Background: an optimization exercise with open tools, aiming at small area, a short achievable clock period and few clock cycles per item. Do not read the settings as production practice. RTL that was checked went through simulation tests only; none was proved equivalent to the original. No functional check of the RTL was part of run 2. Power and IR drop assume default switching activity.

## flow/design.v (module list and top-level ports; edited modules follow where they fit)
// module mul_fa: 11 lines
// module mul_xor2: 8 lines
// module mul_maj3: 9 lines
// module mul_ha: 10 lines
// module dadda_mul: 1808 lines
module dadda_mul
(
    input  logic        clk,
    input  logic        rst_n,
    input  logic        in_valid,
    input  logic        mode,
    input  logic [15:0] a,
    input  logic [15:0] b,
    output logic        out_valid,
    output logic [15:0] hi,
    output logic [15:0] lo
);
  // ...
==> flow/flow/run.sh <==
#!/bin/bash
# Standard ORFS layout, except that the port buffers are plain buf_1 cells
# (the default choice is a slow delay-buffer cell).
set -euo pipefail
bash standard.sh BUFFER_PORTS_ARGS="-buffer_cell sky130_fd_sc_hd__buf_1" finish > standard.log 2>&1
==> flow/standard.sh <==
#!/bin/bash
# synth_recipe.tcl (not shown) runs the flow's synth.tcl, then flattens the netlist and writes it again
# the make line also repeats each setting of config.mk as NAME=value (left out here)
make -C /OpenROAD-flow-scripts/flow DESIGN_CONFIG=/design/flow/config.mk WORK_HOME=/design/flow/orfs CLKGATE_MAP_FILE= SYNTH_SCRIPT=/design/flow/synth_recipe.tcl "${@:-finish}"
==> flow/config.mk <==
export PLATFORM = sky130hd
export DESIGN_NAME = dadda_mul
export DESIGN_NICKNAME = dadda_mul
export VERILOG_FILES = /design/flow/design.v
export SDC_FILE = /design/flow/constraint.sdc
export NUM_CORES = 4
export LEC_CHECK = 0
export ABC_AREA = 1
export CAP_MARGIN = 20
export CORE_MARGIN = 2
export CORE_UTILIZATION = 40
export CTS_CLUSTER_DIAMETER = 120
export CTS_CLUSTER_SIZE = 25
export SETUP_SLACK_MARGIN = 2.1
export SLEW_MARGIN = 20
export SYNTH_HIERARCHICAL = 1
export SYNTH_MINIMUM_KEEP_SIZE = 0
==> flow/constraint.sdc <==
create_clock -name core_clock -period 4.0 [get_ports {clk}]
set_input_delay 0.8000 -clock core_clock [delete_from_list [all_inputs] [get_ports {clk}]]
set_output_delay 0.8000 -clock core_clock [all_outputs]
set_load 0.01 [all_outputs]
==> reports/metrics.csv, run 1 <==
stage,metric,value,unit
placed_design,GPL Wtd Cong,0.871,
pwr,Worst VDD drop,0.285,mV
pwr,Seq group,3.94,mW
pwr,Logic pwr share,0.430,
clocking,# clock sinks,249,
synth,Main synth FF type,dfxtp_1,
setup_path,WP data arrival,2.25,ns
layout,Finished Cell Area,0.0134,mm2
synth,Syn Nets,1351,
setup_path,Worst R2R Path Depth,4,
die,Starting Density,0.406,
layout,top flop regs,"prod (32), vld (4)",
outcome,status,no timing/DRC/antenna violations,
setup_path,Worst path top cell family by delay,adder cells,
global_route,global route hottest layer,met2,
routing,"wirelength, routed",25300,um
die,row cnt,63,
synth,Post-synth top cells,"245 x dfxtp_1, 148 x xor2_1, 128 x o22ai_1",
clocking,clock root cell,clkbuf_16,
synth,complex-gate fraction of the synthesized area,0.0842,
global_route,met3 usage,0.0253,
synth,register area share after synthesis,0.417,
global_route,global-route wire length before repair,40700,um
setup_path,Setup CP Type,reg2reg,
flow_run,Max-Cap Viols,0,
synth,post-synthesis cell type count,25,
layout,signal buffers share of area,0.0416,
hold_path,Hold Path Class,in2async,
layout,clk cell area share,0.0252,
Testbench counts, summed over its fixed seeds: cycles 16,024, items 16,000.
==> run 2, diff against run 1 <==
--- a/flow/design.v
+++ b/flow/design.v
@@ -410,71 +410,57 @@
     logic c311;
     logic s312;
     logic c313;
     logic pp63_q2;
     logic c201_q2;
     logic s202_q2;
     logic s314;
     logic c315;
-    logic c203_q2;
-    logic s204_q2;
     logic s316;
     logic c317;
     logic c205_q2;
     logic s208_q2;
     logic s206_q2;
     logic s318;
     logic c319;
     logic s320;
     logic c321;
     logic c211_q2;
     logic s212_q2;
     logic s214_q2;
     logic s322;
     logic c323;
-    logic c213_q2;
-    logic c215_q2;
-    logic s218_q2;
     logic s324;
     logic c325;
     logic s326;
     logic c327;
-    logic s220_q2;
-    logic s222_q2;
     logic s328;
     logic c329;
     logic c221_q2;
     logic c223_q2;
     logic s224_q2;
     logic s330;
     logic c331;
-    logic c225_q2;
-    logic c227_q2;
-    logic s232_q2;
     logic s332;
     logic c333;
-    logic s228_q2;
-    logic s230_q2;
     logic s334;
     logic c335;
     logic s336;
     logic c337;
     logic c231_q2;
     logic s234_q2;
     logic s236_q2;
     logic s338;
     logic c339;
     logic c235_q2;
     logic c237_q2;
     logic s238_q2;
     logic s340;
     logic c341;
-    logic s240_q2;
-    logic s242_q2;
     logic s342;
     logic c343;
     logic s344;
     logic c345;
     logic s248_q2;
     logic s244_q2;
     logic s246_q2;
     logic s346;
@@ -518,80 +504,74 @@
     logic c369;
     logic c277_q2;
     logic s280_q2;
     logic s282_q2;
     logic s370;
     logic c371;
     logic s372;
     logic c373;
-    logic s284_q2;
-    logic s286_q2;
     logic s374;
     logic c375;
     logic c285_q2;
     logic c287_q2;
     logic s288_q2;
     logic s376;
     logic c377;
-    logic c289_q2;
-    logic c291_q2;
-    logic s292_q2;
     logic s378;
     logic c379;
-    logic c293_q2;
-    logic c295_q2;
-    logic s298_q2;
     logic s380;
     logic c381;
-    logic c299_q2;
-    logic c297_q2;
-    logic s300_q2;
     logic s382;
     logic c383;
     logic s384;
     logic c385;
-    logic pp177_q2;
-    logic c305_q2;
-    logic s306_q2;
     logic s386;
     logic c387;
-    logic c307_q2;
-    logic s308_q2;
     logic s388;
     logic c389;
     logic s390;
     logic c391;
     logic s392;
     logic c393;
     logic s210_q2;
     logic s320_q2;
     logic s394;
     logic c395;
     logic c321_q2;
     logic s396;
     logic c397;
     logic s216_q2;
+    logic s324_q2;
     logic s398;
     logic c399;
+    logic c325_q2;
     logic s326_q2;
+    logic s328_q2;
     logic s400;
     logic c401;
     logic s226_q2;
     logic c327_q2;
+    logic c329_q2;
     logic s402;
     logic c403;
+    logic s332_q2;
+    logic s334_q2;
     logic s404;
     logic c405;
+    logic c333_q2;
+    logic c335_q2;
     logic s336_q2;
     logic s406;
     logic c407;
     logic c337_q2;
+    logic s342_q2;
     logic s408;
     logic c409;
+    logic c343_q2;
     logic s344_q2;
     logic s410;
     logic c411;
     logic c345_q2;
     logic s348_q2;
     logic s412;
     logic c413;
     logic c349_q2;
@@ -615,37 +595,48 @@
     logic s422;
     logic c423;
     logic c369_q2;
     logic s372_q2;
     logic s424;
     logic c425;
     logic s290_q2;
     logic c373_q2;
+    logic c375_q2;
     logic s426;
     logic c427;
     logic s294_q2;
+    logic s378_q2;
     logic s428;
     logic c429;
     logic s296_q2;
+    logic c379_q2;
+    logic s380_q2;
     logic s430;
     logic c431;
     logic s302_q2;
+    logic c381_q2;
+    logic s382_q2;
     logic s432;
     logic c433;
     logic s304_q2;
+    logic c383_q2;
     logic s384_q2;
     logic s434;
     logic c435;
     logic c385_q2;
+    logic s386_q2;
     logic s436;
     logic c437;
+    logic c387_q2;
+    logic s388_q2;
     logic s438;
     logic c439;
     logic s390_q2;
+    logic c389_q2;
     logic s440;
     logic c441;
     logic c391_q2;
     logic s392_q2;
     logic s442;
     logic c443;
     logic s444;
     logic c445;
@@ -664,16 +655,17 @@
     logic s458;
     logic c459;
     logic s460;
     logic c461;
     logic s462;
     logic c463;
     logic s464;
     logic c465;
+    logic s374_q2;
     logic s466;
     logic c467;
     logic s468;
     logic c469;
     logic s470;
     logic c471;
     logic s472;
     logic c473;
@@ -688,82 +680,56 @@
     logic s482;
     logic c483;
     logic s484;
     logic c485;
     logic p486;
     logic g487;
     logic p488;
     logic g489;
+    logic s316_q2;
     logic p490;
     logic g491;
+    logic c317_q2;
     logic p492;
     logic g493;
     logic p494;
     logic g495;
     logic p496;
     logic g497;
     logic p498;
     logic g499;
-    logic s446_q3;
-    logic c445_q3;
     logic p500;
     logic g501;
-    logic s448_q3;
-    logic c447_q3;
     logic p502;
     logic g503;
-    logic s450_q3;
-    logic c449_q3;
     logic p504;
     logic g505;
-    logic s452_q3;
-    logic c451_q3;
     logic p506;
     logic g507;
-    logic s454_q3;
-    logic c453_q3;
     logic p508;
     logic g509;
-    logic s456_q3;
-    logic c455_q3;
     logic p510;
     logic g511;
-    logic s458_q3;
-    logic c457_q3;
     logic p512;
     logic g513;
-    logic s460_q3;
-    logic c459_q3;
     logic p514;
     logic g515;
-    logic s462_q3;
-    logic c461_q3;
     logic p516;
     logic g517;
-    logic s464_q3;
-    logic c463_q3;
     logic p518;
     logic g519;
-    logic s466_q3;
-    logic c465_q3;
     logic p520;
     logic g521;
     logic p522;
     logic g523;
-    logic s470_q3;
-    logic c469_q3;
     logic p524;
     logic g525;
-    logic s472_q3;
-    logic c471_q3;
     logic p526;
     logic g527;
-    logic s474_q3;
-    logic c473_q3;
     logic p528;
     logic g529;
     logic p530;
     logic g531;
     logic p532;
     logic g533;
     logic p534;
     logic g535;
@@ -796,40 +762,64 @@
     logic p496_q3;
     logic p494_q3;
     logic P547;
     logic s444_q3;
     logic g499_q3;
     logic G548;
     logic p498_q3;
     logic P549;
+    logic g503_q3;
+    logic p502_q3;
+    logic g501_q3;
     logic G550;
+    logic p500_q3;
     logic P551;
+    logic g507_q3;
+    logic p506_q3;
+    logic g505_q3;
     logic G552;
+    logic p504_q3;
     logic P553;
+    logic g511_q3;
+    logic p510_q3;
+    logic g509_q3;
     logic G554;
+    logic p508_q3;
     logic P555;
+    logic g515_q3;
+    logic p514_q3;
+    logic g513_q3;
     logic G556;
+    logic p512_q3;
     logic P557;
+    logic g519_q3;
+    logic p518_q3;
+    logic g517_q3;
     logic G558;
+    logic p516_q3;
     logic P559;
     logic g523_q3;
     logic p522_q3;
+    logic g521_q3;
     logic G560;
+    logic p520_q3;
     logic P561;
+    logic g527_q3;
+    logic p526_q3;
+    logic g525_q3;
     logic G562;
+    logic p524_q3;
     logic P563;
-    logic g531_q3;
-    logic p530_q3;
     logic G564;
+    logic p530_q3;
+    logic p528_q3;
     logic P565;
-    logic g535_q3;
-    logic p534_q3;
-    logic g533_q3;
     logic G566;
+    logic p534_q3;
     logic p532_q3;
     logic P567;
     logic G568;
     logic p538_q3;
     logic p536_q3;
     logic P569;
     logic G570;
     logic P571;
@@ -854,24 +844,26 @@
     logic G586;
     logic P587;
     logic G588;
     logic P589;
     logic G590;
     logic P591;
     logic G592;
     logic P593;
+    logic g529_q3;
     logic G594;
     logic P595;
+    logic G564_q3;
     logic G596;
     logic P597;
-    logic g537_q3;
     logic G598;
     logic P599;
     logic G568_q3;
+    logic G566_q3;
     logic G600;
     logic P601;
     logic G602;
     logic P603;
     logic G604;
     logic P605;
     logic G606;
     logic P607;
@@ -888,20 +880,22 @@
     logic G618;
     logic P619;
     logic G620;
     logic P621;
     logic G622;
     logic P623;
     logic G624;
     logic P625;
+    logic g533_q3;
     logic G626;
     logic P627;
     logic G628;
     logic P629;
+    logic G598_q3;
     logic G630;
     logic P631;
     logic G632;
     logic P633;
     logic g495_q3;
     logic G634;
     logic P635;
     logic G636;
@@ -1255,145 +1249,145 @@
     mul_fa u_s304 (.a(pp193), .b(pp140), .ci(pp158), .s(s304), .co(c305));
     assign s306 = ~(pp194 ^ pp159);
     assign c307 = pp194 | pp159;
     mul_fa u_s308 (.a(pp195), .b(pp160), .ci(pp178), .s(s308), .co(c309));
     assign s310 = ~(pp196 ^ pp179);
     assign c311 = pp196 | pp179;
     mul_ha u_s312 (.a(pp197), .b(pp180), .s(s312), .co(c313));
     mul_fa u_s314 (.a(pp63_q2), .b(c201_q2), .ci(s202_q2), .s(s314), .co(c315));
-    mul_ha u_s316 (.a(c203_q2), .b(s204_q2), .s(s316), .co(c317));
+    mul_ha u_s316 (.a(c203), .b(s204), .s(s316), .co(c317));
     mul_fa u_s318 (.a(c205_q2), .b(s208_q2), .ci(s206_q2), .s(s318), .co(c319));
     mul_fa u_s320 (.a(pp84), .b(c209), .ci(c207), .s(s320), .co(c321));
     mul_fa u_s322 (.a(c211_q2), .b(s212_q2), .ci(s214_q2), .s(s322), .co(c323));
-    mul_fa u_s324 (.a(c213_q2), .b(c215_q2), .ci(s218_q2), .s(s324), .co(c325));
+    mul_fa u_s324 (.a(c213), .b(c215), .ci(s218), .s(s324), .co(c325));
     mul_fa u_s326 (.a(pp123), .b(c219), .ci(c217), .s(s326), .co(c327));
-    mul_ha u_s328 (.a(s220_q2), .b(s222_q2), .s(s328), .co(c329));
+    mul_ha u_s328 (.a(s220), .b(s222), .s(s328), .co(c329));
     mul_fa u_s330 (.a(c221_q2), .b(c223_q2), .ci(s224_q2), .s(s330), .co(c331));
-    mul_fa u_s332 (.a(c225_q2), .b(c227_q2), .ci(s232_q2), .s(s332), .co(c333));
-    mul_ha u_s334 (.a(s228_q2), .b(s230_q2), .s(s334), .co(c335));
+    mul_fa u_s332 (.a(c225), .b(c227), .ci(s232), .s(s332), .co(c333));
+    mul_ha u_s334 (.a(s228), .b(s230), .s(s334), .co(c335));
     mul_fa u_s336 (.a(pp144), .b(c233), .ci(c229), .s(s336), .co(c337));
     mul_fa u_s338 (.a(c231_q2), .b(s234_q2), .ci(s236_q2), .s(s338), .co(c339));
     mul_fa u_s340 (.a(c235_q2), .b(c237_q2), .ci(s238_q2), .s(s340), .co(c341));
-    mul_ha u_s342 (.a(s240_q2), .b(s242_q2), .s(s342), .co(c343));
+    mul_ha u_s342 (.a(s240), .b(s242), .s(s342), .co(c343));
     mul_fa u_s344 (.a(c239), .b(c241), .ci(c243), .s(s344), .co(c345));
     mul_fa u_s346 (.a(s248_q2), .b(s244_q2), .ci(s246_q2), .s(s346), .co(c347));
     mul_fa u_s348 (.a(c249), .b(c245), .ci(c247), .s(s348), .co(c349));
     mul_fa u_s350 (.a(s250_q2), .b(s252_q2), .ci(s254_q2), .s(s350), .co(c351));
     mul_fa u_s352 (.a(c251), .b(c253), .ci(c255), .s(s352), .co(c353));
     mul_fa u_s354 (.a(s256_q2), .b(s258_q2), .ci(s260_q2), .s(s354), .co(c355));
     mul_fa u_s356 (.a(c257), .b(c259), .ci(c261), .s(s356), .co(c357));
     mul_fa u_s358 (.a(s262_q2), .b(s264_q2), .ci(s266_q2), .s(s358), .co(c359));
     mul_fa u_s360 (.a(c263), .b(c265), .ci(c267), .s(s360), .co(c361));
     mul_fa u_s362 (.a(s268_q2), .b(s270_q2), .ci(s272_q2), .s(s362), .co(c363));
     mul_fa u_s364 (.a(c269), .b(c271), .ci(c273), .s(s364), .co(c365));
     mul_fa u_s366 (.a(s274_q2), .b(s278_q2), .ci(s276_q2), .s(s366), .co(c367));
     mul_fa u_s368 (.a(pp170), .b(c275), .ci(c279), .s(s368), .co(c369));
     mul_fa u_s370 (.a(c277_q2), .b(s280_q2), .ci(s282_q2), .s(s370), .co(c371));
     mul_fa u_s372 (.a(pp171), .b(c281), .ci(c283), .s(s372), .co(c373));
-    mul_ha u_s374 (.a(s284_q2), .b(s286_q2), .s(s374), .co(c375));
+    mul_ha u_s374 (.a(s284), .b(s286), .s(s374), .co(c375));
     mul_fa u_s376 (.a(c285_q2), .b(c287_q2), .ci(s288_q2), .s(s376), .co(c377));
-    mul_fa u_s378 (.a(c289_q2), .b(c291_q2), .ci(s292_q2), .s(s378), .co(c379));
-    mul_fa u_s380 (.a(c293_q2), .b(c295_q2), .ci(s298_q2), .s(s380), .co(c381));
-    mul_fa u_s382 (.a(c299_q2), .b(c297_q2), .ci(s300_q2), .s(s382), .co(c383));
+    mul_fa u_s378 (.a(c289), .b(c291), .ci(s292), .s(s378), .co(c379));
+    mul_fa u_s380 (.a(c293), .b(c295), .ci(s298), .s(s380), .co(c381));
+    mul_fa u_s382 (.a(c299), .b(c297), .ci(s300), .s(s382), .co(c383));
     mul_fa u_s384 (.a(pp176), .b(c301), .ci(c303), .s(s384), .co(c385));
-    mul_fa u_s386 (.a(pp177_q2), .b(c305_q2), .ci(s306_q2), .s(s386), .co(c387));
-    mul_ha u_s388 (.a(c307_q2), .b(s308_q2), .s(s388), .co(c389));
+    mul_fa u_s386 (.a(pp177), .b(c305), .ci(s306), .s(s386), .co(c387));
+    mul_ha u_s388 (.a(c307), .b(s308), .s(s388), .co(c389));
     mul_ha u_s390 (.a(c309), .b(s310), .s(s390), .co(c391));
     mul_ha u_s392 (.a(c311), .b(s312), .s(s392), .co(c393));
     mul_fa u_s394 (.a(s210_q2), .b(s320_q2), .ci(c319), .s(s394), .co(c395));
     mul_ha u_s396 (.a(c321_q2), .b(s322), .s(s396), .co(c397));
-    mul_fa u_s398 (.a(s216_q2), .b(c323), .ci(s324), .s(s398), .co(c399));
-    mul_fa u_s400 (.a(c325), .b(s326_q2), .ci(s328), .s(s400), .co(c401));
-    mul_fa u_s402 (.a(s226_q2), .b(c327_q2), .ci(c329), .s(s402), .co(c403));
-    mul_fa u_s404 (.a(c331), .b(s332), .ci(s334), .s(s404), .co(c405));
-    mul_fa u_s406 (.a(c333), .b(c335), .ci(s336_q2), .s(s406), .co(c407));
-    mul_fa u_s408 (.a(c337_q2), .b(c339), .ci(s342), .s(s408), .co(c409));
-    mul_fa u_s410 (.a(c343), .b(s344_q2), .ci(c341), .s(s410), .co(c411));
+    mul_fa u_s398 (.a(s216_q2), .b(c323), .ci(s324_q2), .s(s398), .co(c399));
+    mul_fa u_s400 (.a(c325_q2), .b(s326_q2), .ci(s328_q2), .s(s400), .co(c401));
+    mul_fa u_s402 (.a(s226_q2), .b(c327_q2), .ci(c329_q2), .s(s402), .co(c403));
+    mul_fa u_s404 (.a(c331), .b(s332_q2), .ci(s334_q2), .s(s404), .co(c405));
+    mul_fa u_s406 (.a(c333_q2), .b(c335_q2), .ci(s336_q2), .s(s406), .co(c407));
+    mul_fa u_s408 (.a(c337_q2), .b(c339), .ci(s342_q2), .s(s408), .co(c409));
+    mul_fa u_s410 (.a(c343_q2), .b(s344_q2), .ci(c341), .s(s410), .co(c411));
     mul_fa u_s412 (.a(c345_q2), .b(s348_q2), .ci(c347), .s(s412), .co(c413));
     mul_fa u_s414 (.a(c349_q2), .b(s352_q2), .ci(c351), .s(s414), .co(c415));
     mul_fa u_s416 (.a(c353_q2), .b(s356_q2), .ci(c355), .s(s416), .co(c417));
     mul_fa u_s418 (.a(c357_q2), .b(s360_q2), .ci(c359), .s(s418), .co(c419));
     mul_fa u_s420 (.a(c361_q2), .b(s364_q2), .ci(c363), .s(s420), .co(c421));
     mul_fa u_s422 (.a(c365_q2), .b(s368_q2), .ci(c367), .s(s422), .co(c423));
     mul_fa u_s424 (.a(c369_q2), .b(s372_q2), .ci(c371), .s(s424), .co(c425));
-    mul_fa u_s426 (.a(s290_q2), .b(c373_q2), .ci(c375), .s(s426), .co(c427));
-    mul_fa u_s428 (.a(s294_q2), .b(c377), .ci(s378), .s(s428), .co(c429));
-    mul_fa u_s430 (.a(s296_q2), .b(c379), .ci(s380), .s(s430), .co(c431));
-    mul_fa u_s432 (.a(s302_q2), .b(c381), .ci(s382), .s(s432), .co(c433));
-    mul_fa u_s434 (.a(s304_q2), .b(c383), .ci(s384_q2), .s(s434), .co(c435));
-    mul_ha u_s436 (.a(c385_q2), .b(s386), .s(s436), .co(c437));
-    mul_ha u_s438 (.a(c387), .b(s388), .s(s438), .co(c439));
-    mul_ha u_s440 (.a(s390_q2), .b(c389), .s(s440), .co(c441));
+    mul_fa u_s426 (.a(s290_q2), .b(c373_q2), .ci(c375_q2), .s(s426), .co(c427));
+    mul_fa u_s428 (.a(s294_q2), .b(c377), .ci(s378_q2), .s(s428), .co(c429));
+    mul_fa u_s430 (.a(s296_q2), .b(c379_q2), .ci(s380_q2), .s(s430), .co(c431));
+    mul_fa u_s432 (.a(s302_q2), .b(c381_q2), .ci(s382_q2), .s(s432), .co(c433));
+    mul_fa u_s434 (.a(s304_q2), .b(c383_q2), .ci(s384_q2), .s(s434), .co(c435));
+    mul_ha u_s436 (.a(c385_q2), .b(s386_q2), .s(s436), .co(c437));
+    mul_ha u_s438 (.a(c387_q2), .b(s388_q2), .s(s438), .co(c439));
+    mul_ha u_s440 (.a(s390_q2), .b(c389_q2), .s(s440), .co(c441));
     mul_ha u_s442 (.a(c391_q2), .b(s392_q2), .s(s442), .co(c443));
     mul_fa u_s444 (.a(s330), .b(c401), .ci(s402), .s(s444), .co(c445));
     mul_ha u_s446 (.a(c403), .b(s404), .s(s446), .co(c447));
     mul_fa u_s448 (.a(s338), .b(c405), .ci(s406), .s(s448), .co(c449));
     mul_fa u_s450 (.a(s340), .b(c407), .ci(s408), .s(s450), .co(c451));
     mul_fa u_s452 (.a(s346), .b(c409), .ci(s410), .s(s452), .co(c453));
     mul_fa u_s454 (.a(s350), .b(c411), .ci(s412), .s(s454), .co(c455));
     mul_fa u_s456 (.a(s354), .b(c413), .ci(s414), .s(s456), .co(c457));
     mul_fa u_s458 (.a(s358), .b(c415), .ci(s416), .s(s458), .co(c459));
     mul_fa u_s460 (.a(s362), .b(c417), .ci(s418), .s(s460), .co(c461));
     mul_fa u_s462 (.a(s366), .b(c419), .ci(s420), .s(s462), .co(c463));
     mul_fa u_s464 (.a(s370), .b(c421), .ci(s422), .s(s464), .co(c465));
-    mul_fa u_s466 (.a(s374), .b(c423), .ci(s424), .s(s466), .co(c467));
+    mul_fa u_s466 (.a(s374_q2), .b(c423), .ci(s424), .s(s466), .co(c467));
     mul_fa u_s468 (.a(s376), .b(c425), .ci(s426), .s(s468), .co(c469));
     mul_ha u_s470 (.a(c427), .b(s428), .s(s470), .co(c471));
     mul_ha u_s472 (.a(c429), .b(s430), .s(s472), .co(c473));
     mul_ha u_s474 (.a(c431), .b(s432), .s(s474), .co(c475));
     mul_ha u_s476 (.a(c433), .b(s434), .s(s476), .co(c477));
     mul_ha u_s478 (.a(c435), .b(s436), .s(s478), .co(c479));
     mul_ha u_s480 (.a(c437), .b(s438), .s(s480), .co(c481));
     mul_ha u_s482 (.a(s440), .b(c439), .s(s482), .co(c483));
     mul_ha u_s484 (.a(c441), .b(s442), .s(s484), .co(c485));
     assign p486 = b_1_q1 ^ pp22;
     assign g487 = b_1_q1 & pp22;
     assign p488 = c199 ^ s200;
     assign g489 = c199 & s200;
-    assign p490 = c315 ^ s316;
-    assign g491 = c315 & s316;
-    assign p492 = c317 ^ s318;
-    assign g493 = c317 & s318;
+    assign p490 = c315 ^ s316_q2;
+    assign g491 = c315 & s316_q2;
+    assign p492 = c317_q2 ^ s318;
+    assign g493 = c317_q2 & s318;
     assign p494 = c395 ^ s396;
     assign g495 = c395 & s396;
     assign p496 = c397 ^ s398;
     assign g497 = c397 & s398;
     assign p498 = c399 ^ s400;
     assign g499 = c399 & s400;
-    assign p500 = s446_q3 ^ c445_q3;
-    assign g501 = s446_q3 & c445_q3;
-    assign p502 = s448_q3 ^ c447_q3;
-    assign g503 = s448_q3 & c447_q3;
-    assign p504 = s450_q3 ^ c449_q3;
-    assign g505 = s450_q3 & c449_q3;
-    assign p506 = s452_q3 ^ c451_q3;
-    assign g507 = s452_q3 & c451_q3;
-    assign p508 = s454_q3 ^ c453_q3;
-    assign g509 = s454_q3 & c453_q3;
-    assign p510 = s456_q3 ^ c455_q3;
-    assign g511 = s456_q3 & c455_q3;
-    assign p512 = s458_q3 ^ c457_q3;
-    assign g513 = s458_q3 & c457_q3;
-    assign p514 = s460_q3 ^ c459_q3;
-    assign g515 = s460_q3 & c459_q3;
-    assign p516 = s462_q3 ^ c461_q3;
-    assign g517 = s462_q3 & c461_q3;
-    assign p518 = s464_q3 ^ c463_q3;
-    assign g519 = s464_q3 & c463_q3;
-    assign p520 = s466_q3 ^ c465_q3;
-    assign g521 = s466_q3 & c465_q3;
+    assign p500 = s446 ^ c445;
+    assign g501 = s446 & c445;
+    assign p502 = s448 ^ c447;
+    assign g503 = s448 & c447;
+    assign p504 = s450 ^ c449;
+    assign g505 = s450 & c449;
+    assign p506 = s452 ^ c451;
+    assign g507 = s452 & c451;
+    assign p508 = s454 ^ c453;
+    assign g509 = s454 & c453;
+    assign p510 = s456 ^ c455;
+    assign g511 = s456 & c455;
+    assign p512 = s458 ^ c457;
+    assign g513 = s458 & c457;
+    assign p514 = s460 ^ c459;
+    assign g515 = s460 & c459;
+    assign p516 = s462 ^ c461;
+    assign g517 = s462 & c461;
+    assign p518 = s464 ^ c463;
+    assign g519 = s464 & c463;
+    assign p520 = s466 ^ c465;
+    assign g521 = s466 & c465;
     assign p522 = s468 ^ c467;
     assign g523 = s468 & c467;
-    assign p524 = s470_q3 ^ c469_q3;
-    assign g525 = s470_q3 & c469_q3;
-    assign p526 = s472_q3 ^ c471_q3;
-    assign g527 = s472_q3 & c471_q3;
-    assign p528 = s474_q3 ^ c473_q3;
-    assign g529 = s474_q3 & c473_q3;
+    assign p524 = s470 ^ c469;
+    assign g525 = s470 & c469;
+    assign p526 = s472 ^ c471;
+    assign g527 = s472 & c471;
+    assign p528 = s474 ^ c473;
+    assign g529 = s474 & c473;
     assign p530 = s476 ^ c475;
     assign g531 = s476 & c475;
     assign p532 = s478 ^ c477;
     assign g533 = s478 & c477;
     assign p534 = s480 ^ c479;
     assign g535 = s480 & c479;
     assign p536 = s482 ^ c481;
     assign g537 = s482 & c481;
@@ -1404,97 +1398,97 @@
     assign P542 = p488_q3 & s198_q3;
     assign P543 = p490_q3 & s314_q3;
     assign G544 = s394_q3 & g493_q3;
     assign P545 = s394_q3 & p492_q3;
     assign G546 = g497 | (p496 & g495);
     assign P547 = p496_q3 & p494_q3;
     assign G548 = s444_q3 & g499_q3;
     assign P549 = s444_q3 & p498_q3;
-    assign G550 = g503 | (p502 & g501);
-    assign P551 = p502 & p500;
-    assign G552 = g507 | (p506 & g505);
-    assign P553 = p506 & p504;
-    assign G554 = g511 | (p510 & g509);
-    assign P555 = p510 & p508;
-    assign G556 = g515 | (p514 & g513);
-    assign P557 = p514 & p512;
-    assign G558 = g519 | (p518 & g517);
-    assign P559 = p518 & p516;
-    assign G560 = g523_q3 | (p522_q3 & g521);
-    assign P561 = p522_q3 & p520;
-    assign G562 = g527 | (p526 & g525);
-    assign P563 = p526 & p524;
-    assign G564 = g531_q3 | (p530_q3 & g529);
-    assign P565 = p530_q3 & p528;
-    assign G566 = g535_q3 | (p534_q3 & g533_q3);
+    assign G550 = g503_q3 | (p502_q3 & g501_q3);
+    assign P551 = p502_q3 & p500_q3;
+    assign G552 = g507_q3 | (p506_q3 & g505_q3);
+    assign P553 = p506_q3 & p504_q3;
+    assign G554 = g511_q3 | (p510_q3 & g509_q3);
+    assign P555 = p510_q3 & p508_q3;
+    assign G556 = g515_q3 | (p514_q3 & g513_q3);
+    assign P557 = p514_q3 & p512_q3;
+    assign G558 = g519_q3 | (p518_q3 & g517_q3);
+    assign P559 = p518_q3 & p516_q3;
+    assign G560 = g523_q3 | (p522_q3 & g521_q3);
+    assign P561 = p522_q3 & p520_q3;
+    assign G562 = g527_q3 | (p526_q3 & g525_q3);
+    assign P563 = p526_q3 & p524_q3;
+    assign G564 = g531 | (p530 & g529);
+    assign P565 = p530_q3 & p528_q3;
+    assign G566 = g535 | (p534 & g533);
     assign P567 = p534_q3 & p532_q3;
     assign G568 = g539 | (p538 & g537);
     assign P569 = p538_q3 & p536_q3;
     assign G570 = s198_q3 & G540;
     assign P571 = s198_q3 & P541;
     assign G572 = g489_q3 | (P542 & G540);
     assign P573 = P542 & P541;
     assign G574 = g493_q3 | (p492_q3 & g491_q3);
     assign P575 = p492_q3 & P543;
     assign G576 = G544 | (P545 & g491_q3);
     assign P577 = P545 & P543;
     assign G578 = g499_q3 | (p498_q3 & G546_q3);
     assign P579 = p498_q3 & P547;
     assign G580 = G548 | (P549 & G546_q3);
     assign P581 = P549 & P547;
-    assign G582 = g505 | (p504 & G550);
-    assign P583 = p504 & P551;
+    assign G582 = g505_q3 | (p504_q3 & G550);
+    assign P583 = p504_q3 & P551;
     assign G584 = G552 | (P553 & G550);
     assign P585 = P553 & P551;
-    assign G586 = g513 | (p512 & G554);
-    assign P587 = p512 & P555;
+    assign G586 = g513_q3 | (p512_q3 & G554);
+    assign P587 = p512_q3 & P555;
     assign G588 = G556 | (P557 & G554);
     assign P589 = P557 & P555;
-    assign G590 = g521 | (p520 & G558);
-    assign P591 = p520 & P559;
+    assign G590 = g521_q3 | (p520_q3 & G558);
+    assign P591 = p520_q3 & P559;
     assign G592 = G560 | (P561 & G558);
     assign P593 = P561 & P559;
-    assign G594 = g529 | (p528 & G562);
-    assign P595 = p528 & P563;
-    assign G596 = G564 | (P565 & G562);
+    assign G594 = g529_q3 | (p528_q3 & G562);
+    assign P595 = p528_q3 & P563;
+    assign G596 = G564_q3 | (P565 & G562);
     assign P597 = P565 & P563;
-    assign G598 = g537_q3 | (p536_q3 & G566);
+    assign G598 = g537 | (p536 & G566);
     assign P599 = p536_q3 & P567;
-    assign G600 = G568_q3 | (P569 & G566);
+    assign G600 = G568_q3 | (P569 & G566_q3);
     assign P601 = P569 & P567;
     assign G602 = s314_q3 & G572;
     assign P603 = s314_q3 & P573;
     assign G604 = g491_q3 | (P543 & G572);
     assign P605 = P543 & P573;
     assign G606 = G574 | (P575 & G572);
     assign P607 = P575 & P573;
     assign G608 = G576 | (P577 & G572);
     assign P609 = P577 & P573;
-    assign G610 = g501 | (p500 & G580);
-    assign P611 = p500 & P581;
+    assign G610 = g501_q3 | (p500_q3 & G580);
+    assign P611 = p500_q3 & P581;
     assign G612 = G550 | (P551 & G580);
     assign P613 = P551 & P581;
     assign G614 = G582 | (P583 & G580);
     assign P615 = P583 & P581;
     assign G616 = G584 | (P585 & G580);
     assign P617 = P585 & P581;
-    assign G618 = g517 | (p516 & G588);
-    assign P619 = p516 & P589;
+    assign G618 = g517_q3 | (p516_q3 & G588);
+    assign P619 = p516_q3 & P589;
     assign G620 = G558 | (P559 & G588);
     assign P621 = P559 & P589;
     assign G622 = G590 | (P591 & G588);
     assign P623 = P591 & P589;
     assign G624 = G592 | (P593 & G588);
     assign P625 = P593 & P589;
     assign G626 = g533_q3 | (p532_q3 & G596);
     assign P627 = p532_q3 & P597;
-    assign G628 = G566 | (P567 & G596);
+    assign G628 = G566_q3 | (P567 & G596);
     assign P629 = P567 & P597;
-    assign G630 = G598 | (P599 & G596);
+    assign G630 = G598_q3 | (P599 & G596);
     assign P631 = P599 & P597;
     assign G632 = G600 | (P601 & G596);
     assign P633 = P601 & P597;
     assign G634 = g495_q3 | (p494_q3 & G608);
     assign P635 = p494_q3 & P609;
     assign G636 = G546_q3 | (P547 & G608);
     assign P637 = P547 & P609;
     assign G638 = G578 | (P579 & G608);
@@ -1504,34 +1498,34 @@
     assign G642 = G610 | (P611 & G608);
     assign P643 = P611 & P609;
     assign G644 = G612 | (P613 & G608);
     assign P645 = P613 & P609;
     assign G646 = G614 | (P615 & G608);
     assign P647 = P615 & P609;
     assign G648 = G616 | (P617 & G608);
     assign P649 = P617 & P609;
-    assign G650 = g525 | (p524 & G624);
-    assign P651 = p524 & P625;
+    assign G650 = g525_q3 | (p524_q3 & G624);
+    assign P651 = p524_q3 & P625;
     assign G652 = G562 | (P563 & G624);
     assign P653 = P563 & P625;
     assign G654 = G594 | (P595 & G624);
     assign P655 = P595 & P625;
     assign G656 = G596 | (P597 & G624);
     assign P657 = P597 & P625;
     assign G658 = G626 | (P627 & G624);
     assign P659 = P627 & P625;
     assign G660 = G628 | (P629 & G624);
     assign P661 = P629 & P625;
     assign G662 = G630 | (P631 & G624);
     assign P663 = P631 & P625;
     assign G664 = G632 | (P633 & G624);
     assign P665 = P633 & P625;
-    assign G666 = g509 | (p508 & G648);
-    assign P667 = p508 & P649;
+    assign G666 = g509_q3 | (p508_q3 & G648);
+    assign P667 = p508_q3 & P649;
     assign G668 = G554 | (P555 & G648);
     assign P669 = P555 & P649;
     assign G670 = G586 | (P587 & G648);
     assign P671 = P587 & P649;
     assign G672 = G588 | (P589 & G648);
     assign P673 = P589 & P649;
     assign G674 = G618 | (P619 & G648);
     assign P675 = P619 & P649;
@@ -1564,31 +1558,31 @@
     assign sum702 = s314_q3 ^ G572;
     assign sum703 = p490_q3 ^ G602;
     assign sum704 = p492_q3 ^ G604;
     assign sum705 = s394_q3 ^ G606;
     assign sum706 = p494_q3 ^ G608;
     assign sum707 = p496_q3 ^ G634;
     assign sum708 = p498_q3 ^ G636;
     assign sum709 = s444_q3 ^ G638;
-    assign sum710 = p500 ^ G640;
-    assign sum711 = p502 ^ G642;
-    assign sum712 = p504 ^ G644;
-    assign sum713 = p506 ^ G646;
-    assign sum714 = p508 ^ G648;
-    assign sum715 = p510 ^ G666;
-    assign sum716 = p512 ^ G668;
-    assign sum717 = p514 ^ G670;
-    assign sum718 = p516 ^ G672;
-    assign sum719 = p518 ^ G674;
-    assign sum720 = p520 ^ G676;
+    assign sum710 = p500_q3 ^ G640;
+    assign sum711 = p502_q3 ^ G642;
+    assign sum712 = p504_q3 ^ G644;
+    assign sum713 = p506_q3 ^ G646;
+    assign sum714 = p508_q3 ^ G648;
+    assign sum715 = p510_q3 ^ G666;
+    assign sum716 = p512_q3 ^ G668;
+    assign sum717 = p514_q3 ^ G670;
+    assign sum718 = p516_q3 ^ G672;
+    assign sum719 = p518_q3 ^ G674;
+    assign sum720 = p520_q3 ^ G676;
     assign sum721 = p522_q3 ^ G678;
-    assign sum722 = p524 ^ G680;
-    assign sum723 = p526 ^ G682;
-    assign sum724 = p528 ^ G684;
+    assign sum722 = p524_q3 ^ G680;
+    assign sum723 = p526_q3 ^ G682;
+    assign sum724 = p528_q3 ^ G684;
     assign sum725 = p530_q3 ^ G686;
     assign sum726 = p532_q3 ^ G688;
     assign sum727 = p534_q3 ^ G690;
     assign sum728 = p536_q3 ^ G692;
     assign sum729 = p538_q3 ^ G694;
     always_ff @(posedge clk or negedge rst_n)
     begin
         if (!rst_n)
@@ -1638,45 +1632,31 @@
         twon142_q1 <= twon142;
         onen161_q1 <= onen161;
         b_15_q1 <= b[15];
         twon162_q1 <= twon162;
         d8181_q1 <= d8181;
         pp63_q2 <= pp63;
         c201_q2 <= c201;
         s202_q2 <= s202;
-        c203_q2 <= c203;
-        s204_q2 <= s204;
         c205_q2 <= c205;
         s208_q2 <= s208;
         s206_q2 <= s206;
         c211_q2 <= c211;
         s212_q2 <= s212;
         s214_q2 <= s214;
-        c213_q2 <= c213;
-        c215_q2 <= c215;
-        s218_q2 <= s218;
-        s220_q2 <= s220;
-        s222_q2 <= s222;
         c221_q2 <= c221;
         c223_q2 <= c223;
         s224_q2 <= s224;
-        c225_q2 <= c225;
-        c227_q2 <= c227;
-        s232_q2 <= s232;
-        s228_q2 <= s228;
-        s230_q2 <= s230;
         c231_q2 <= c231;
         s234_q2 <= s234;
         s236_q2 <= s236;
         c235_q2 <= c235;
         c237_q2 <= c237;
         s238_q2 <= s238;
-        s240_q2 <= s240;
-        s242_q2 <= s242;
         s248_q2 <= s248;
         s244_q2 <= s244;
         s246_q2 <= s246;
         s250_q2 <= s250;
         s252_q2 <= s252;
         s254_q2 <= s254;
         s256_q2 <= s256;
         s258_q2 <= s258;
@@ -1688,44 +1668,38 @@
         s270_q2 <= s270;
         s272_q2 <= s272;
         s274_q2 <= s274;
         s278_q2 <= s278;
         s276_q2 <= s276;
         c277_q2 <= c277;
         s280_q2 <= s280;
         s282_q2 <= s282;
-        s284_q2 <= s284;
-        s286_q2 <= s286;
         c285_q2 <= c285;
         c287_q2 <= c287;
         s288_q2 <= s288;
-        c289_q2 <= c289;
-        c291_q2 <= c291;
-        s292_q2 <= s292;
-        c293_q2 <= c293;
-        c295_q2 <= c295;
-        s298_q2 <= s298;
-        c299_q2 <= c299;
-        c297_q2 <= c297;
-        s300_q2 <= s300;
-        pp177_q2 <= pp177;
-        c305_q2 <= c305;
-        s306_q2 <= s306;
-        c307_q2 <= c307;
-        s308_q2 <= s308;
         s210_q2 <= s210;
         s320_q2 <= s320;
         c321_q2 <= c321;
         s216_q2 <= s216;
+        s324_q2 <= s324;
+        c325_q2 <= c325;
         s326_q2 <= s326;
+        s328_q2 <= s328;
         s226_q2 <= s226;
         c327_q2 <= c327;
+        c329_q2 <= c329;
+        s332_q2 <= s332;
+        s334_q2 <= s334;
+        c333_q2 <= c333;
+        c335_q2 <= c335;
         s336_q2 <= s336;
         c337_q2 <= c337;
+        s342_q2 <= s342;
+        c343_q2 <= c343;
         s344_q2 <= s344;
         c345_q2 <= c345;
         s348_q2 <= s348;
         c349_q2 <= c349;
         s352_q2 <= s352;
         c353_q2 <= c353;
         s356_q2 <= s356;
         c357_q2 <= c357;
@@ -1733,53 +1707,39 @@
         c361_q2 <= c361;
         s364_q2 <= s364;
         c365_q2 <= c365;
         s368_q2 <= s368;
         c369_q2 <= c369;
         s372_q2 <= s372;
         s290_q2 <= s290;
         c373_q2 <= c373;
+        c375_q2 <= c375;
         s294_q2 <= s294;
+        s378_q2 <= s378;
         s296_q2 <= s296;
+        c379_q2 <= c379;
+        s380_q2 <= s380;
         s302_q2 <= s302;
+        c381_q2 <= c381;
+        s382_q2 <= s382;
         s304_q2 <= s304;
+        c383_q2 <= c383;
         s384_q2 <= s384;
         c385_q2 <= c385;
+        s386_q2 <= s386;
+        c387_q2 <= c387;
+        s388_q2 <= s388;
         s390_q2 <= s390;
+        c389_q2 <= c389;
         c391_q2 <= c391;
         s392_q2 <= s392;
-        s446_q3 <= s446;
-        c445_q3 <= c445;
-        s448_q3 <= s448;
-        c447_q3 <= c447;
-        s450_q3 <= s450;
-        c449_q3 <= c449;
-        s452_q3 <= s452;
-        c451_q3 <= c451;
-        s454_q3 <= s454;
-        c453_q3 <= c453;
-        s456_q3 <= s456;
-        c455_q3 <= c455;
-        s458_q3 <= s458;
-        c457_q3 <= c457;
-        s460_q3 <= s460;
-        c459_q3 <= c459;
-        s462_q3 <= s462;
-        c461_q3 <= c461;
-        s464_q3 <= s464;
-        c463_q3 <= c463;
-        s466_q3 <= s466;
-        c465_q3 <= c465;
-        s470_q3 <= s470;
-        c469_q3 <= c469;
-        s472_q3 <= s472;
-        c471_q3 <= c471;
-        s474_q3 <= s474;
-        c473_q3 <= c473;
+        s374_q2 <= s374;
+        s316_q2 <= s316;
+        c317_q2 <= c317;
         pp23_q2 <= pp23;
         pp23_q3 <= pp23_q2;
         g487_q2 <= g487;
         g487_q3 <= g487_q2;
         p486_q2 <= p486;
         p486_q3 <= p486_q2;
         p488_q2 <= p488;
         p488_q3 <= p488_q2;
@@ -1790,32 +1750,60 @@
         s394_q3 <= s394;
         g493_q3 <= g493;
         p492_q3 <= p492;
         p496_q3 <= p496;
         p494_q3 <= p494;
         s444_q3 <= s444;
         g499_q3 <= g499;
         p498_q3 <= p498;
+        g503_q3 <= g503;
+        p502_q3 <= p502;
+        g501_q3 <= g501;
+        p500_q3 <= p500;
+        g507_q3 <= g507;
+        p506_q3 <= p506;
+        g505_q3 <= g505;
+        p504_q3 <= p504;
+        g511_q3 <= g511;
+        p510_q3 <= p510;
+        g509_q3 <= g509;
+        p508_q3 <= p508;
+        g515_q3 <= g515;
+        p514_q3 <= p514;
+        g513_q3 <= g513;
+        p512_q3 <= p512;
+        g519_q3 <= g519;
+        p518_q3 <= p518;
+        g517_q3 <= g517;
+        p516_q3 <= p516;
         g523_q3 <= g523;
         p522_q3 <= p522;
-        g531_q3 <= g531;
+        g521_q3 <= g521;
+        p520_q3 <= p520;
+        g527_q3 <= g527;
+        p526_q3 <= p526;
+        g525_q3 <= g525;
+        p524_q3 <= p524;
         p530_q3 <= p530;
-        g535_q3 <= g535;
+        p528_q3 <= p528;
         p534_q3 <= p534;
-        g533_q3 <= g533;
         p532_q3 <= p532;
         p538_q3 <= p538;
         p536_q3 <= p536;
         g489_q2 <= g489;
         g489_q3 <= g489_q2;
         g491_q3 <= g491;
         G546_q3 <= G546;
-        g537_q3 <= g537;
+        g529_q3 <= g529;
+        G564_q3 <= G564;
         G568_q3 <= G568;
+        G566_q3 <= G566;
+        g533_q3 <= g533;
+        G598_q3 <= G598;
         g495_q3 <= g495;
         prod[0] <= sum698;
         prod[1] <= sum699;
         prod[2] <= sum700;
         prod[3] <= sum701;
         prod[4] <= sum702;
         prod[5] <= sum703;
         prod[6] <= sum704;
==> flow/config.mk (replaced) <==
export PLATFORM = sky130hd
export DESIGN_NAME = dadda_mul
export DESIGN_NICKNAME = dadda_mul
export VERILOG_FILES = /design/flow/design.v
export SDC_FILE = /design/flow/constraint.sdc
export NUM_CORES = 4
export LEC_CHECK = 0
export ABC_AREA = 1
export CAP_MARGIN = 20
export CORE_MARGIN = 2
export CORE_UTILIZATION = 40
export CTS_CLUSTER_DIAMETER = 150
export CTS_CLUSTER_SIZE = 30
export SETUP_SLACK_MARGIN = 2.1
export SLEW_MARGIN = 20
export SYNTH_HIERARCHICAL = 1
export SYNTH_MINIMUM_KEEP_SIZE = 0
==> run 2 against run 1 <==
Compared with the run above:
- global-route usage rose by 0.27 points
- critical path depth did not move
- first-iteration DRC count rose by 4.8%
- non-clock buffer count rose by 56
- die area fell by 0.99%
- largest power group is now sequential cells
==> reports/metrics.csv, run 2 <==
stage,metric,value,unit,change
layout,share of cells above drive strength 1,0.191,,was 0.132
setup_path,critical path required time,4.43,ns,was 4.37 ns
placed_design,PortBufs,68,,unchanged
layout,top flop regs,"prod (32), vld (4)",,unchanged
layout,Layout area overhead,17.3,%,was 11.5%
timing,Final period util,0.510,,was 0.471
global_route,pin count of the biggest net entering global routing,32,,was 27
die,die area,0.0311,mm2,was 0.0314 mm2
synth,Main synth FF type,dfxtp_1,,unchanged
synth,register area share after synthesis,0.412,,was 0.417
pwr,Design Power,9.13,mW,was 9.30 mW
clocking,# clock sinks,243,,was 249
die,row cnt,63,,unchanged
global_route,global-route wire length before repair,41300,um,"was 40,700 um"
pwr,clock power share,0.151,,was 0.146
setup_path,CP cell instances,"fa_2, fa_2, fa_1, ha_2",,"was fa_2, fa_2, fa_2, ha_1"
global_route,GRT overflow,0,,unchanged
clocking,clock insertion delay at the later pin of the skew report,0.50,ns,was 0.48 ns
die,Starting Density,0.404,,was 0.406
clocking,clock root cell,clkbuf_16,,unchanged
pwr,Power Density,656,mW/mm2,was 695 mW/mm2
setup_path,Crit Path Max Fanout,1,,unchanged
layout,Final nets,1431,,"was 1,386"
synth,post-synthesis cell type count,26,,was 25
pwr,Net Sw Power,3.35,mW,was 3.50 mW
synth,most frequent cell after synthesis,dfxtp_1,,unchanged
layout,"Core Util, Final",0.474,,was 0.452
die,die span in x,176,um,was 177 um
layout,Finished Cell Area,0.0139,mm2,was 0.0134 mm2
synth,Cells after Synth,1130,,"was 1,140"
layout,Largest register FFs,32,,unchanged
timing,Final Max Slew Viols,0,,unchanged
flow_run,Max-Cap Viols,0,,unchanged
placed_design,detailed placement HPWL,17400,um,"was 17,800 um"
synth,share of the synthesized area in the top cell type,0.403,,was 0.409
clocking,cts hold-fix bufs,0,,unchanged
timing,TNS Setup,0,ns,unchanged
global_route,Total GRT Usage,0.167,,was 0.164
placed_design,placed inst area,0.0123,mm2,was 0.0125 mm2
clocking,CTS Buffer Depth,3,,unchanged
timing,final setup vio count,0,,unchanged
setup_path,critical path startpoint category,register,,unchanged
pwr,Logic pwr share,0.420,,was 0.430
placed_design,GPL Wtd Cong,0.862,,was 0.871
synth,Post-synth EDFFs,0,,unchanged
timing,worst clock skew,0.0348,ns,was 0.0140 ns
setup_path,CP max stage delay,0.53,ns,was 0.43 ns
routing,"wirelength, routed",27000,um,"was 25,300 um"
routing,via count,8078,,"was 7,740"
layout,Biggest register,prod,,unchanged
hold_path,Hold Path Class,in2async,,unchanged
setup_path,WP data arrival,2.47,ns,was 2.25 ns
global_route,vias in the first global route,8002,,"was 7,809"
layout,"commonest non-fill, non-tap cell in the layout",dfxtp_1,,unchanged
synth,Syn Nets,1341,,"was 1,351"
clocking,CTS buffer count,12,,was 13
synth,Synth Cell Area,0.0119,mm2,was 0.0120 mm2
timing,RSZ-0062 raised after global routing,yes,,unchanged
setup_path,slowest CP cell,fa_2,,unchanged
clocking,CTS tree,done,,unchanged
pwr,static leakage,6.15,nW,was 5.84 nW
die,die height,176,um,was 177 um
setup_path,WP buf/inv,0,,unchanged
layout,Fill cells,2654,,"was 2,787"
pwr,Seq pwr share,0.429,,was 0.424
routing,DRT Pass-1 Iters,7,,was 5
synth,Syn. warnings,7,,unchanged
synth,Post-Syn Area per Cell,10.5,um2,about the same
setup_path,most used cell along the critical path,fa_2,,unchanged
routing,DRC,0,,unchanged
pwr,Worst VDD drop,0.327,mV,was 0.285 mV
clocking,clk slew on worst S/H paths,0.11,ns,was 0.10 ns
timing,Slew headroom,0.765,,was 0.638
pwr,switching part of the total,0.367,,was 0.376
timing,endpoints failing hold,0,,unchanged
outcome,status,no timing/DRC/antenna violations,,unchanged
synth,Post-synth top cells,"239 x dfxtp_1, 148 x xor2_1, 128 x o22ai_1",,"was 245 x dfxtp_1, 148 x xor2_1, 128 x o22ai_1"
setup_path,r2r setup slk,1.96,ns,was 2.12 ns
synth,fraction of registers with async set/reset,0.0165,,was 0.0161
setup_path,critical path endpoint category,register,,unchanged
timing,shortest period the worst path allows,2.04,ns,was 1.88 ns
die,core region area,0.0294,mm2,was 0.0296 mm2
synth,leading area contributor after synthesis,dfxtp_1,,unchanged
routing,Final ANT Viol Nets,0,,unchanged
setup_path,Worst path top cell family by delay,adder cells,,unchanged
die,IO Pins,69,,unchanged
layout,most frequent cells in the layout,"190 x dfxtp_1, 147 x xor2_1, 119 x nand2_1",,"was 200 x dfxtp_1, 147 x xor2_1, 126 x o22ai_1"
timing,Worst Tran Pin Value,0.352,ns,was 0.543 ns
global_route,initial antenna violation count,0,,was 1
synth,Area contributors post-synth,"dfxtp_1 40%, fa_1 18%, xor2_1 11%",,"was dfxtp_1 41%, fa_1 18%, xor2_1 11%"
pwr,internal power,5.78,mW,was 5.80 mW
timing,fmax,490,MHz,was 531 MHz
synth,post-synthesis register bit count,243,,was 249
clocking,H-tree depth,1,,unchanged
routing,Via density,5.01,,was 4.94
routing,initial DRC count,589,,was 562
setup_path,Setup CP Type,reg2reg,,unchanged
routing,wire per inst,16.8,um,was 16.1 um
layout,# diodes,0,,unchanged
[run 2: changes by cell type after synthesis, sizes merged, moves of 2 or more]
cell    previous run  this run
dfxtp            245       239
a21o               2         5
buf               27        24
clkbuf            57        60
inv               88        85
nand2            131       128
a21oi             35        33
[run 2: metal layers]
| metal | routed length (um) | vias up | global-route usage |
|---|---|---|---|
| li1 | - | 3804 | - |
| met1 | 11400 | 3873 | 0.223 |
| met2 | 12400 | 341 | 0.276 |
| met3 | 2240 | 60 | 0.0265 |
| met4 | 922 | 0 | 0.0568 |
| met5 | 0 | - | 0 |
[run 2: path summary, 6_finish.rpt]
| path | from | to | cells past startpoint |
|---|---|---|---|
| worst max-delay path | c277_q2 | p520_q3 | 4 |
| worst min-delay path | rst_n | vld[3] | 1 |
| worst max register to register | c277_q2 | p520_q3 | 4 |
| worst min register to register | g489_q2 | g489_q3 | 0 |
| max in group asynchronous | rst_n | vld[1] | 1 |
| min in group core_clock | g489_q2 | g489_q3 | 0 |
[run 2: kinds of logic (layout without fill, tap and decap cells)]
family / count (synthesis) / after routing / synth area share
xor gates and xnor gates: 159 / 159 / 0.117
AOI/OAI and AO/OA: 169 / 169 / 0.0858
and+or+nand+nor: 215 / 215 / 0.0760
buffers and inverters: 169 / 260 / 0.0569
adders and majority gates: 175 / 175 / 0.252
DFF: 243 / 243 / 0.412
[run 2: power groups by stage]
stage	logic, mW	registers, mW	clock network [mW]
floorplan	2.61	3.88	0
global placement	3.50	4.02	0
detailed placement	3.58	4.04	0
CTS	3.64	3.98	1.44
global route	4.65	4.02	1.53
finish	3.84	3.92	1.38
[run 2: cell type report]
class                   count  area, um2  area share
multi-input cells         718       6540       0.470
inverters                  85        323      0.0232
well taps                 390        488      0.0350
flip-flops and latches    243       5040       0.362
clock inverters             1       30.0     0.00216
repair buffers            160       1170      0.0840
clock buffers              14        329      0.0236
[run 2: modules after synthesis, one instance, submodules excluded]
| module | copies in the design | cell area [um2] |
|---|---|---|
| mul_ha | 31 | 12.5 |
| mul_fa | 107 | 20.0 |
| dadda_mul | 1 | 9340 |
[run 2: stage by stage]
step	worst slack (ns)	hold slack, ns	std cells
after detailed placement	1.49	0.312	1511
after CTS	1.98	0.0932	1538
after global routing	1.91	0.101	1611
after floorplan	2.01	0.310	1130
final	1.96	0.107	1611
after global placement	1.49	0.311	1511
[run 2: what timing repair did]
item / CTS / global route
buffers inserted: 12 / 73
resized for setup: 98 / 50
pin swaps: 11 / 18
hold endpoints to repair: 0 / 0
setup endpoints to repair: 98 / 49

-- what the ideal ports hide --
Ports are ideal in the flow. The routed layouts listed here were re-timed in OpenROAD.
Step 1 sets driving cells, clkbuf_16 on the clock port and buf_2 on the other inputs (assumed; they add their load-dependent delay and slew).
Step 2 also shifts input and output timing later by t, the mid clock arrival at the registers, as if the neighbouring blocks saw the same clock.
a / b / c = ideal / step 1 / step 2; a / b = the first two.
run	t (ns)	setup WS [ns]	latest minus earliest clock arrival (ns)	worst data-port slew with drivers (ns)	cell pins on the clock port's net
run 1	0.518	2.116 / 2.116 / 2.116	0.014 / 0.014	0.04	1
run 2	0.530	1.960 / 1.960 / 1.960	0.039 / 0.038	0.04	1
After both steps every run listed still meets setup and hold.
